From an optimization exercise on the open Yosys and OpenROAD flow, aimed at small area; shortcuts taken in it are not production practice. Function was checked by simulation only, so behaviour that the tests miss may differ from the original. Power is estimated from default activity; no workload was simulated.

## P
==> flow/design.v <==
package clkdiv_pkg;
  localparam longint unsigned CLK_FREQ_DEF = 64'd12_000_000;
  localparam int              CNT_W_DEF    = 32;
  localparam int              MIN_DIV      = 2;
  function automatic longint unsigned hz_to_div(
    input longint unsigned freq,
    input longint unsigned clk_hz
  );
    hz_to_div = (freq == 0) ? 64'd0 : clk_hz / freq;
  endfunction
endpackage
module clkdiv_channel
#(
  parameter int               CNT_W   = clkdiv_pkg::CNT_W_DEF,
  parameter logic [CNT_W-1:0] RST_DIV = CNT_W'(4)
) (
  input  logic             clk,
  input  logic             rst,
  input  logic             en,
  input  logic             sync,
  input  logic             ld_valid,
  input  logic [CNT_W-1:0] ld_hm,
  input  logic [CNT_W-1:0] ld_lm,
  output logic             slot_full,
  output logic             div_clk,
  output logic             div_pulse
);
  localparam logic [CNT_W-1:0] RST_HI = RST_DIV >> 1;
  localparam logic [CNT_W-1:0] RST_HM = RST_HI - CNT_W'(1);
  localparam logic [CNT_W-1:0] RST_LM = RST_DIV - CNT_W'(1) - RST_HI;
  logic [CNT_W-1:0] y_q, y_d, y_dec, yn_q;
  logic [CNT_W-1:0] lm_q, phm_q, plm_q, hm_use, lm_use;
  logic             ph_q, pv_q, pulse_q, dflt_q;
  logic             zero, fall, wrap, restart, apply, ld;
  logic [CNT_W:0]   borrow;
  assign y_q     = ~yn_q;
  assign zero    = (y_q == '0);
  assign fall    = en && !sync && ph_q && zero;
  assign wrap    = en && !sync && !ph_q && zero;
  assign restart = sync || wrap;
  assign apply   = pv_q && restart;
  assign ld      = ld_valid && !pv_q;
  assign hm_use  = (dflt_q && !pv_q) ? RST_HM : phm_q;
  assign lm_use  = dflt_q ? RST_LM : lm_q;
  always_comb begin
    borrow[0] = en;
    for (int b = 0; b < CNT_W; b++) begin
      y_dec[b]    = y_q[b] ^ borrow[b];
      borrow[b+1] = !y_q[b] & borrow[b];
    end
  end
  logic sel_h, sel_l, sel_c;
  assign sel_h = restart;
  assign sel_l = fall && !sync;
  assign sel_c = !restart && !fall;
  assign y_d = ({CNT_W{sel_h}} & hm_use) | ({CNT_W{sel_l}} & lm_use) |
               ({CNT_W{sel_c}} & y_dec);
  always_ff @(posedge clk or posedge rst) begin
    if (rst) begin
      yn_q    <= ~RST_HM;
      ph_q    <= 1'b1;
      pv_q    <= 1'b0;
      pulse_q <= 1'b0;
      dflt_q  <= 1'b1;
    end else begin
      yn_q    <= ~y_d;
      ph_q    <= restart || (ph_q && !fall);
      pv_q    <= pv_q ? !restart : ld_valid;
      pulse_q <= wrap;
      dflt_q  <= dflt_q && !apply;
    end
  end
  always_ff @(posedge clk) begin
    if (ld) begin
      phm_q <= ld_hm;
      plm_q <= ld_lm;
    end
    if (apply) lm_q <= plm_q;
  end
  assign slot_full = pv_q;
  assign div_clk   = ph_q;
  assign div_pulse = pulse_q;
endmodule
module clkdiv_multi_hz
#(
  parameter longint unsigned CLK_FREQ   = clkdiv_pkg::CLK_FREQ_DEF,
  parameter int              CHANNELS   = 4,
  parameter int              CNT_W      = clkdiv_pkg::CNT_W_DEF,
  parameter longint unsigned DEFAULT_HZ = 1
) (
  input  logic                clk,
  input  logic                rst,
  input  logic [CHANNELS-1:0] enable,
  input  logic                sync,
  input  logic                          cfg_valid,
  output logic                          cfg_ready,
  input  logic [((CHANNELS > 1) ? $clog2(CHANNELS) : 1)-1:0] cfg_chan,
  input  logic [CNT_W-1:0]              cfg_div,
  input  logic [CNT_W-1:0]              cfg_high,
  output logic [CHANNELS-1:0] divided_clk,
  output logic [CHANNELS-1:0] divided_pulse
);
  localparam int CH_W = (CHANNELS > 1) ? $clog2(CHANNELS) : 1;
  localparam int NSLOT = 2 ** CH_W;
  localparam longint unsigned P0 = clkdiv_pkg::hz_to_div(DEFAULT_HZ, CLK_FREQ);
  localparam logic [CNT_W-1:0] RST_DIV = CNT_W'(P0);
  localparam logic [CNT_W-1:0] ONE = CNT_W'(1);
  if (P0 < clkdiv_pkg::MIN_DIV || P0 >= (64'd1 << CNT_W)) begin : g_p0_bad
    $error("clkdiv_multi_hz: reset period out of range");
  end
  logic [CNT_W-1:0] dp, hp, sum, ld_hm, ld_lm;
  logic             carry, over;
  assign dp = {cfg_div[CNT_W-1:1], cfg_div[0] & (cfg_div[CNT_W-1:1] != '0)} |
              ((cfg_div[CNT_W-1:1] == '0) ? CNT_W'(2) : '0);
  assign hp = {cfg_high[CNT_W-1:1], cfg_high[0] | (cfg_high[CNT_W-1:1] == '0)};
  assign {carry, sum} = {1'b0, dp} + {1'b0, ~hp};
  assign over  = !carry;
  assign ld_hm = over ? dp - CNT_W'(2) : hp - ONE;
  assign ld_lm = over ? '0 : sum;
  logic [CHANNELS-1:0] full;
  logic [NSLOT-1:0]    full_pad;
  always_comb begin
    full_pad = '0;
    full_pad[CHANNELS-1:0] = full;
  end
  assign cfg_ready = ~full_pad[cfg_chan];
  for (genvar i = 0; i < CHANNELS; i++) begin : g_ch
    localparam logic [CH_W-1:0] IDX = CH_W'(i);
    logic ld;
    assign ld = cfg_valid && (cfg_chan == IDX);
    clkdiv_channel #(
      .CNT_W   (CNT_W),
      .RST_DIV (RST_DIV)
    ) u_ch (
      .clk       (clk),
      .rst       (rst),
      .en        (enable[i]),
      .sync      (sync),
      .ld_valid  (ld),
      .ld_hm     (ld_hm),
      .ld_lm     (ld_lm),
      .slot_full (full[i]),
      .div_clk   (divided_clk[i]),
      .div_pulse (divided_pulse[i])
    );
  end
endmodule
module clkdiv_bank16 (
  input  logic        clk,
  input  logic        rst,
  input  logic [15:0] enable,
  input  logic        sync,
  input  logic        cfg_valid,
  output logic        cfg_ready,
  input  logic [3:0]  cfg_chan,
  input  logic [15:0] cfg_div,
  input  logic [15:0] cfg_high,
  output logic [15:0] divided_clk,
  output logic [15:0] divided_pulse
);
  clkdiv_multi_hz #(
    .CLK_FREQ   (64'd12_000_000),
    .CHANNELS   (16),
    .CNT_W      (16),
    .DEFAULT_HZ (64'd3_000_000)
  ) u_div (
    .clk           (clk),
    .rst           (rst),
    .enable        (enable),
    .sync          (sync),
    .cfg_valid     (cfg_valid),
    .cfg_ready     (cfg_ready),
    .cfg_chan      (cfg_chan),
    .cfg_div       (cfg_div),
    .cfg_high      (cfg_high),
    .divided_clk   (divided_clk),
    .divided_pulse (divided_pulse)
  );
endmodule
export LEC_CHECK = 0
export CAP_MARGIN = 20
export CORE_MARGIN = 2
export CORE_UTILIZATION = 70
export SETUP_SLACK_MARGIN = 0.15
export SLEW_MARGIN = 20
create_clock -name core_clock -period 6.5 [get_ports {clk}]
standard.sh (not shown) runs the stock make flow with config.mk's settings and CLKGATE_MAP_FILE= SYNTH_SCRIPT=/design/flow/synth_recipe.tcl, a recipe that flattens the netlist after the stock synthesis.
==> flow/flow/run.sh <==
#!/bin/bash
# Standard ORFS layout (the standard.sh, standard synthesis unchanged),
# with two placement/CTS options changed:
#  - port buffers use buf_1 instead of the default delay cell;
#  - CTS clusters up to 16 flip-flops per clkbuf_8 leaf buffer and inserts
#    no dummy loads.
# make's output goes to standard_make.log; ORFS keeps each tool's log
# under orfs/logs/.
set -euo pipefail
CTS="-sink_clustering_enable -repair_clock_nets -dont_use_dummy_load -sink_clustering_size 16 -sink_clustering_max_diameter 70 -buf_list sky130_fd_sc_hd__clkbuf_8"
bash standard.sh "CTS_ARGS=$CTS" "BUFFER_PORTS_ARGS=-buffer_cell sky130_fd_sc_hd__buf_1" finish > standard_make.log 2>&1
The inputs of Q differ from those of P as listed below.
# P
export LEC_CHECK = 0
export CAP_MARGIN = 20
export CORE_MARGIN = 2
export CORE_UTILIZATION = 70
export SETUP_SLACK_MARGIN = 0.15
export SLEW_MARGIN = 20
create_clock -name core_clock -period 6.5 [get_ports {clk}]
# Q
export LEC_CHECK = 0
export CAP_MARGIN = 20
export CORE_MARGIN = 2
export CORE_UTILIZATION = 65
export SLEW_MARGIN = 20
create_clock -name core_clock -period 6.5 [get_ports {clk}]
==> flow/flow/run.sh <==
#!/bin/bash
# Standard ORFS layout (the standard.sh, standard synthesis unchanged),
# with these changes:
#  - after the standard synthesis, its combinational logic is re-mapped
#    for area by ABC (flow/remap.tcl); every flip-flop instance keeps its
#    name and cell type. The standard netlist is kept as std_1_2_yosys.v.
#  - port buffers use buf_1 instead of the default delay cell;
#  - CTS clusters up to 16 flip-flops per clkbuf_8 leaf buffer and inserts
#    no dummy loads.
# Each tool's output goes to a log here (make_*.log, remap.log); ORFS
# keeps each step's log under orfs/logs/.
set -euo pipefail
CTS="-sink_clustering_enable -repair_clock_nets -dont_use_dummy_load -sink_clustering_size 16 -sink_clustering_max_diameter 70 -buf_list sky130_fd_sc_hd__clkbuf_8"
ARGS=("CTS_ARGS=$CTS" "BUFFER_PORTS_ARGS=-buffer_cell sky130_fd_sc_hd__buf_1")

bash standard.sh "${ARGS[@]}" synth > make_synth.log 2>&1

R=orfs/results/$FLOW_PLATFORM/clkdiv_bank16/base
cp "$R/1_2_yosys.v" std_1_2_yosys.v
REMAP_LIB="$FLOW_HOME/platforms/$FLOW_PLATFORM/lib/sky130_fd_sc_hd__tt_025C_1v80.lib" \
REMAP_IN=std_1_2_yosys.v REMAP_OUT=remap_1_2_yosys.v \
REMAP_SCRIPT="strash;&get,-n;&deepsyn,-T,60;&put;dch,-f;amap" \
REMAP_TOP="$FLOW_TOP" REMAP_STAT0=remap_stat_before.txt REMAP_STAT1=remap_stat_after.txt \
  yosys -c flow/remap.tcl > remap.log 2>&1
cp remap_1_2_yosys.v "$R/1_2_yosys.v"
rm -f "$R/1_synth.odb"

bash standard.sh "${ARGS[@]}" finish > make_finish.log 2>&1
==> flow/flow/remap.tcl (new file) <==
# Re-map the combinational logic of a mapped netlist for area; the
# flip-flop instances (names and cell types) are kept as they are.
yosys -import
set lib $::env(REMAP_LIB)
set in  $::env(REMAP_IN)
set out $::env(REMAP_OUT)
set scr $::env(REMAP_SCRIPT)
read_liberty -ignore_miss_func $lib
blackbox sky130_fd_sc_hd__df* sky130_fd_sc_hd__edf* sky130_fd_sc_hd__sdf* sky130_fd_sc_hd__dl* sky130_fd_sc_hd__sedf*
read_verilog $in
hierarchy -top $::env(REMAP_TOP)
tee -o $::env(REMAP_STAT0) stat -liberty $lib
flatten -noscopeinfo
opt_clean
abc -script +$scr -liberty $lib -dont_use *lpflow* -dont_use *probe*
setundef -zero
splitnets
opt_clean -purge
hilomap -singleton -hicell sky130_fd_sc_hd__conb_1 HI -locell sky130_fd_sc_hd__conb_1 LO
insbuf -buf sky130_fd_sc_hd__buf_4 A X
opt_clean -purge
tee -o $::env(REMAP_STAT1) stat -liberty $lib

write_verilog -noattr -nohex -nodec $out
### Flow results
Part of the total power dissipated in combinational logic in Q is 2.4 points higher than in P. A end point of the critical path of u_div.g_ch[3].u_ch.phm_q[5]$_DFFE_PP_ is what Q shows, while u_div.g_ch[4].u_ch.phm_q[4]$_DFFE_PP_ belongs to P. Power in Q is 4.8% above P. Final cell count (lower): P. Compared to P, the routing of Q uses more wire. | wire length of the first global-routing pass | higher: Q |. Setup slack in Q is smaller than in P. In the tables for P and Q, number of clock buffers inserted by TritonCTS reads higher with P.
Changes in R relative to Q:
==> flow/flow/run.sh <==
#!/bin/bash
# Standard ORFS layout (the standard.sh, standard synthesis unchanged),
# with two placement/CTS options changed:
#  - port buffers use buf_1 instead of the default delay cell;
#  - CTS clusters up to 16 flip-flops per clkbuf_8 leaf buffer and inserts
#    no dummy loads.
# make's output goes to standard_make.log; ORFS keeps each tool's log
# under orfs/logs/.
set -euo pipefail
CTS="-sink_clustering_enable -repair_clock_nets -dont_use_dummy_load -sink_clustering_size 16 -sink_clustering_max_diameter 70 -buf_list sky130_fd_sc_hd__clkbuf_8"
bash standard.sh "CTS_ARGS=$CTS" "BUFFER_PORTS_ARGS=-buffer_cell sky130_fd_sc_hd__buf_1" finish > standard_make.log 2>&1
removed: flow/flow/remap.tcl
==> comparison <==
Run comparison: Q critical path startpoint cfg_high[12]; R critical path startpoint cfg_div[6]. Re proportion of cell area occupied by multi-input gates: R is 4.0 points up on Q. The estimated power of R ends up lower than the estimate for Q. Synthesized net count in R is 121 above Q. Between Q and R, the flow reports overall die area increasing by a few percent. The area overhead of the layout relative to synthesis reported for R is smaller than that of Q by 4.7 points. Worst clock skew on the final layout on R is ahead of Q. Of R and Q, it is R that has the lower count of cell instances traversed by the critical path.
Here is what was changed in the inputs of S compared with R.
==> flow/flow/run.sh <==
#!/bin/bash
# Standard ORFS layout (the standard.sh, standard synthesis unchanged),
# with these changes:
#  - after the standard synthesis, its combinational logic is re-mapped
#    for area by ABC (flow/remap.tcl); every flip-flop instance keeps its
#    name and cell type. The standard netlist is kept as std_1_2_yosys.v.
#  - port buffers use buf_1 instead of the default delay cell;
#  - CTS clusters up to 16 flip-flops per clkbuf_8 leaf buffer and inserts
#    no dummy loads.
# Each tool's output goes to a log here (make_*.log, remap.log); ORFS
# keeps each step's log under orfs/logs/.
set -euo pipefail
CTS="-sink_clustering_enable -repair_clock_nets -dont_use_dummy_load -sink_clustering_size 16 -sink_clustering_max_diameter 70 -buf_list sky130_fd_sc_hd__clkbuf_8"
ARGS=("CTS_ARGS=$CTS" "BUFFER_PORTS_ARGS=-buffer_cell sky130_fd_sc_hd__buf_1")

bash standard.sh "${ARGS[@]}" synth > make_synth.log 2>&1

R=orfs/results/$FLOW_PLATFORM/clkdiv_bank16/base
cp "$R/1_2_yosys.v" std_1_2_yosys.v
REMAP_LIB="$FLOW_HOME/platforms/$FLOW_PLATFORM/lib/sky130_fd_sc_hd__tt_025C_1v80.lib" \
REMAP_IN=std_1_2_yosys.v REMAP_OUT=remap_1_2_yosys.v \
REMAP_SCRIPT="strash;&get,-n;&deepsyn,-T,60;&put;dch,-f;map,-D,3000" \
REMAP_TOP="$FLOW_TOP" REMAP_STAT0=remap_stat_before.txt REMAP_STAT1=remap_stat_after.txt \
  yosys -c flow/remap.tcl > remap.log 2>&1
cp remap_1_2_yosys.v "$R/1_2_yosys.v"
rm -f "$R/1_synth.odb"

bash standard.sh "${ARGS[@]}" finish > make_finish.log 2>&1
==> flow/flow/remap.tcl (new file) <==
# Re-map the combinational logic of a mapped netlist for area; the
# flip-flop instances (names and cell types) are kept as they are.
yosys -import
set lib $::env(REMAP_LIB)
set in  $::env(REMAP_IN)
set out $::env(REMAP_OUT)
set scr $::env(REMAP_SCRIPT)
read_liberty -ignore_miss_func $lib
blackbox sky130_fd_sc_hd__df* sky130_fd_sc_hd__edf* sky130_fd_sc_hd__sdf* sky130_fd_sc_hd__dl* sky130_fd_sc_hd__sedf*
read_verilog $in
hierarchy -top $::env(REMAP_TOP)
tee -o $::env(REMAP_STAT0) stat -liberty $lib
flatten -noscopeinfo
opt_clean
abc -script +$scr -liberty $lib -dont_use *lpflow* -dont_use *probe*
setundef -zero
splitnets
opt_clean -purge
hilomap -singleton -hicell sky130_fd_sc_hd__conb_1 HI -locell sky130_fd_sc_hd__conb_1 LO
insbuf -buf sky130_fd_sc_hd__buf_4 A X
opt_clean -purge
tee -o $::env(REMAP_STAT1) stat -liberty $lib

write_verilog -noattr -nohex -nodec $out
## What came out
- Compared with R, via count of the first global-routing pass in S increased by a few percent.
- Run comparison: R layer carrying the most global-route usage met2; S layer carrying the most global-route usage met1
- Summary of S over R: pre-CTS worst setup slack fell by 0.71 ns; count of boundary I/O pins stayed essentially flat; number of non-clock buffers in the layout rose by 69; share of the final layout cell area in multi-input gates fell by 6.1 points.
- The maximum clock frequency of S is lower than that of R.
- On area growth from synthesis to final layout: S sits above R.
- Against R, total length of routed met3 wires in S rose by more than a quarter.
- Relative to R, the standard cell area after detailed placement of S is lower by 410 µm².
- Clock latency on the worst-skew pair (lower): S
- Run comparison: S end point of the critical path u_div.g_ch[3].u_ch.phm_q[8]$_DFFE_PP_; R end point of the critical path u_div.g_ch[4].u_ch.plm_q[11]$_DFFE_PP_
- R ended up with fewer cell instances than S did.
The inputs of T differ from those of S as listed below.
--- a/flow/flow/run.sh
+++ b/flow/flow/run.sh
@@ -21,3 +21,3 @@
 REMAP_IN=std_1_2_yosys.v REMAP_OUT=remap_1_2_yosys.v \
-REMAP_SCRIPT="strash;&get,-n;&deepsyn,-T,60;&put;dch,-f;map,-D,3000" \
+REMAP_SCRIPT="strash;&get,-n;&deepsyn,-T,60;&put;dch,-f;map,-a;amap" \
 REMAP_TOP="$FLOW_TOP" REMAP_STAT0=remap_stat_before.txt REMAP_STAT1=remap_stat_after.txt \
Summary: with S as the reference, largest net degree at the start of global routing in T moved down by a few percent. Going from S to T, count of TritonRoute iterations in the first routing pass saw an increase; core utilization saw an increase; overall power of the completed layout saw a decrease; worst hold path stage count saw little to no change. NOTE: part of the total power dissipated in the clock network in T exceeds that of S. Combinational power (lower): T. Summary of T over S: sequential share of power went up by 1.5 points; number of standard cells in the final layout excluding fillers went down by about 13%.

[afterwards: timing with drivers on the ports]
The results above use ideal ports. As a check the final layouts listed here were re-extracted and re-timed, cells and wires unchanged. Step 1: set_driving_cell puts a clkbuf_16 on clk and a buf_2 on each other input, an assumption about the parent block. Step 2 adds t to the input delays and takes it off the output delays; t is the mean of the earliest and latest rising clock arrival at the registers after step 1. Input paths then give back, and output paths get back, about the clock's delay inside the block. Three values: no drivers, after step 1, after step 2; two values: the first two.
run | t, ns | setup slack, ns | cell pins on the clock port's net
P | 0.736 | 1.335 / 1.378 / 0.643 | 1
Q | 0.720 | 0.496 / 0.534 / -0.185 | 1
R | 0.730 | 1.277 / 1.312 / 0.582 | 1
S | 0.707 | 0.637 / 0.674 / -0.033 | 1
T | 0.726 | 0.418 / 0.452 / -0.274 | 1
Met with ideal ports but missed after step 2: setup timing in Q, S and T. The setup slack of R, which loses most, moves by +0.035 ns with the drivers and by -0.695 ns with both steps.
